What follows belongs to an exercise in optimizing a design on an open flow for small area and a short achievable clock period; a production flow would make more cautious choices.
At most, simulation tests tie the RTL to the original design; equivalence was not proved.
No driver is modelled on the clock port, so clocking that relies on it looks cheaper here than on a real chip.
Power figures rest on the tool's default switching activity, not on a simulated workload.

job 5929:
==> flow/design.v <==
module xbar_alloc_top (
   input  logic         clk,
   input  logic         rst,
   input  logic [24:0]  req,
   input  logic [4:0]   req_tail,
   input  logic [4:0]   out_ready,
   output logic [24:0]  select,
   output logic [4:0]   grant
);
   lag_xbar_allocator #(.np(5), .max_links_num(1)) u_alloc (
      .clk       (clk),
      .rst       (rst),
      .req       (req),
      .req_tail  (req_tail),
      .out_ready (out_ready),
      .select    (select),
      .grant     (grant)
   );
endmodule

module lag_xbar_allocator #(
   parameter int np            = 5,
   parameter int max_links_num = 2,
   localparam int N            = np * max_links_num,
   localparam int W            = (N > 1) ? $clog2(N) : 1
) (
   input  logic                  clk,
   input  logic                  rst,
   input  logic [N-1:0][N-1:0]   req,
   input  logic [N-1:0]          req_tail,
   input  logic [N-1:0]          out_ready,
   output logic [N-1:0][N-1:0]   select,
   output logic [N-1:0]          grant
);
   logic [N-1:0][W-1:0] pos;
   logic [N-1:0]        lock;
   logic [N-1:0][W-1:0] pos_nxt;
   logic [N-1:0]        lock_nxt;
   function automatic logic [W-1:0] care_mask(input int i);
      logic [W-1:0] m;
      logic         ok;
      m = '1;
      for (int b = W - 1; b >= 0; b--) begin
         ok = 1'b1;
         for (int v = 0; v < N; v++)
            if (v != i && ((W'(v) ^ W'(i)) & m & ~(W'(1) << b)) == '0) ok = 1'b0;
         if (ok) m[b] = 1'b0;
      end
      care_mask = m;
   endfunction
   always_comb begin
      logic [N-1:0] c;      
      logic [N-1:0] pd;     
      logic [N-1:0] m;      
      logic [N-1:0] hi;     
      logic         nhb, ncb, anyhi;
      logic         free;
      select = '0;
      for (int o = 0; o < N; o++) begin
         for (int i = 0; i < N; i++) begin
            c[i]  = req[i][o];
            pd[i] = ((pos[o] ^ W'(i)) & care_mask(i)) == '0;
         end
         m[0] = pd[0];
         for (int i = 1; i < N; i++) m[i] = m[i-1] | pd[i];
         hi = c & m;
         anyhi = |hi;
         free = !lock[o];
         nhb = 1'b1;
         ncb = 1'b1;
         for (int i = 0; i < N; i++) begin
            select[o][i] = out_ready[o] && !rst && c[i] &&
                           (pd[i] || (free && (m[i] ? nhb : (!anyhi && ncb))));
            nhb = nhb & !hi[i];
            ncb = ncb & !c[i];
         end
      end
   end
   always_comb begin
      grant = '0;
      for (int o = 0; o < N; o++) begin
         grant = grant | select[o];
      end
   end
   always_comb begin
      logic any;
      for (int o = 0; o < N; o++) begin
         any         = |select[o];
         pos_nxt[o]  = pos[o] & {W{!any}};
         lock_nxt[o] = lock[o] & !any;
         for (int i = 0; i < N; i++) begin
            if (select[o][i]) pos_nxt[o] = pos_nxt[o] | (req_tail[i] ? W'((i + 1) % N) : W'(i));
            lock_nxt[o] = lock_nxt[o] | (select[o][i] & !req_tail[i]);
         end
      end
   end
   always_ff @(posedge clk or posedge rst) begin
      if (rst) begin
         pos  <= '0;
         lock <= '0;
      end else begin
         pos  <= pos_nxt;
         lock <= lock_nxt;
      end
   end
endmodule
==> flow/config.mk <==
export PLATFORM = sky130hd
export DESIGN_NAME = xbar_alloc_top
export DESIGN_NICKNAME = xbar_alloc_top
export VERILOG_FILES = /design/flow/design.v
export SDC_FILE = /design/flow/constraint.sdc
export NUM_CORES = 4
export LEC_CHECK = 0
export CAP_MARGIN = 20
export CORE_MARGIN = 2
export CORE_UTILIZATION = 30
export SLEW_MARGIN = 20
==> flow/constraint.sdc <==
create_clock -name core_clock -period 11.5 [get_ports {clk}]
set_input_delay 2.3000 -clock core_clock [delete_from_list [all_inputs] [get_ports {clk}]]
set_output_delay 2.3000 -clock core_clock [all_outputs]
set_load 0.01 [all_outputs]
standard.sh (not shown) runs the stock make flow with config.mk's settings and CLKGATE_MAP_FILE= SYNTH_SCRIPT=/design/flow/synth_recipe.tcl, a recipe that flattens the netlist after the stock synthesis.
==> flow/flow/run.sh <==
#!/bin/bash
# The standard layout with these changes:
#  - synthesis maps logic with flow/abc_area.script (synth_recipe.tcl plus flow/abc_hook.tcl)
#  - the port buffers are the smallest plain buffer instead of the delay buffer
#    buffer_ports picks by default
#  - clock tree: no dummy load cells
#  - after CTS, gate upsizing toward a setup slack of flow/margin ns (flow/post_cts.tcl)
set -euo pipefail
export BUFFER_PORTS_ARGS="-buffer_cell sky130_fd_sc_hd__buf_1"
export CTS_ARGS="-sink_clustering_enable -repair_clock_nets -dont_use_dummy_load -buf_list sky130_fd_sc_hd__clkbuf_8 -root_buf sky130_fd_sc_hd__clkbuf_8 -tree_buf sky130_fd_sc_hd__clkbuf_8 -sink_clustering_size 30 -sink_clustering_max_diameter 100"
export FLOW_DIR_OWN=$PWD/flow
export POST_CTS_TCL=$PWD/flow/post_cts.tcl
export MY_ABC_SCRIPT=$PWD/flow/abc_area.script
{ head -n 1 synth_recipe.tcl; cat flow/abc_hook.tcl; tail -n +2 synth_recipe.tcl; } > my_synth.tcl
sed "s#SYNTH_SCRIPT=[^ ]*#SYNTH_SCRIPT=$PWD/my_synth.tcl#" standard.sh > my_standard.sh
grep -q "SYNTH_SCRIPT=$PWD/my_synth.tcl" my_standard.sh
bash my_standard.sh > standard.log 2>&1
==> flow/flow/abc_area.script <==
strash
&get -n
&deepsyn -T 60
&put
dch -f
map -a
mfs2
strash
dch -f
map -a
topo
upsize -c -D 1000
dnsize -c -D 1000
==> flow/flow/abc_hook.tcl <==
# Map with flow/abc_area.script (area-oriented) in place of ORFS's speed script; the rest
# of the synthesis, registers included, is the standard synthesis unchanged.
proc abc {args} {
  set i [lsearch -exact $args -script]
  if { $i >= 0 } { lset args [expr {$i + 1}] $::env(MY_ABC_SCRIPT) }
  yosys abc {*}$args
}
==> flow/flow/margin <==
5.2
==> flow/flow/post_cts.tcl <==
# After CTS: upsize gates on the slowest input-to-output paths until the setup slack
# reaches flow/margin ns (gate sizing only: no buffers, no restructuring), then
# legalize the placement again.
set margin [string trim [exec cat $::env(FLOW_DIR_OWN)/margin]]
estimate_parasitics -placement
repair_timing -setup -setup_margin $margin -sequence sizeup -skip_last_gasp -verbose
detailed_placement
check_placement -verbose
> inputs changed (job 5929 -> job 8388)
--- a/flow/design.v
+++ b/flow/design.v
@@ -87,10 +87,11 @@
       for (int o = 0; o < N; o++) begin
          any         = |select[o];
-         pos_nxt[o]  = pos[o] & {W{!any}};
-         lock_nxt[o] = lock[o] & !any;
+         pos_nxt[o]  = any ? '0 : pos[o];
+         lock_nxt[o] = 1'b0;
          for (int i = 0; i < N; i++) begin
             if (select[o][i]) pos_nxt[o] = pos_nxt[o] | (req_tail[i] ? W'((i + 1) % N) : W'(i));
             lock_nxt[o] = lock_nxt[o] | (select[o][i] & !req_tail[i]);
          end
+         if (!any) lock_nxt[o] = lock[o];
       end
    end
==> results.txt <==
- The highest clock frequency the design can meet of job 8388 exceeds that of job 5929 by 1.7 MHz.
- [job 8388 vs job 5929] met3 usage: higher in job 8388
- Of job 8388 and job 5929, the run reporting the lower number of stages on the worst setup path was job 5929.
- For cell count, job 8388 and job 5929 come out practically identical.
- Comparing job 8388 with job 5929, the clock tree cell share of total cell area came out essentially unchanged.
- Job 8388 against job 5929: hold slack went down, part of the power in the clock network flat.
- Job 5929 → job 8388: multi-input combinational area share shows an increase of 1.1 points, sequential share of the synthesized area went down 0.68 points.
- Max initial core utilization across job 8388 and job 5929: job 8388
- Job 8388 and job 5929 ended up with nearly the same total clock sinks.
- Job 8388 ends up with higher worst path setup slack after routing than job 5929 does.
- Placeable core region of job 8388 exceeds that of job 5929 slightly.
For job 5929, only the layout was checked, not whether the RTL still works.

==> re-timing with driven ports <==
The flow's constraints put no driver on any port. The routed layouts listed below were extracted and timed again, unchanged, in two steps.
Step 1: set_driving_cell puts a clkbuf_16 on clk and a buf_2 on each other input, an assumption about the parent block.
Step 2 moves the port delays by t, midway between the first and last clock arrival at a register: inputs arrive t later, outputs are due t later. That takes back most of the time a late clock gives input paths.
Three values: ideal ports, drivers, drivers and shift; two values: the first two.
run	shift t [ns]	setup slack, ns	worst hold slack (ns)	worst slew at a driven data input, ns
job 5929	0.277	5.101 / 5.081 / 5.081	0.540 / 0.540 / 0.540	0.04
job 8388	0.281	5.169 / 5.148 / 5.148	0.511 / 0.511 / 0.511	0.03
After both steps every run listed still meets setup and hold. The setup slack of job 8388, which loses most, moves by -0.021 ns with the drivers and by -0.021 ns with both steps.
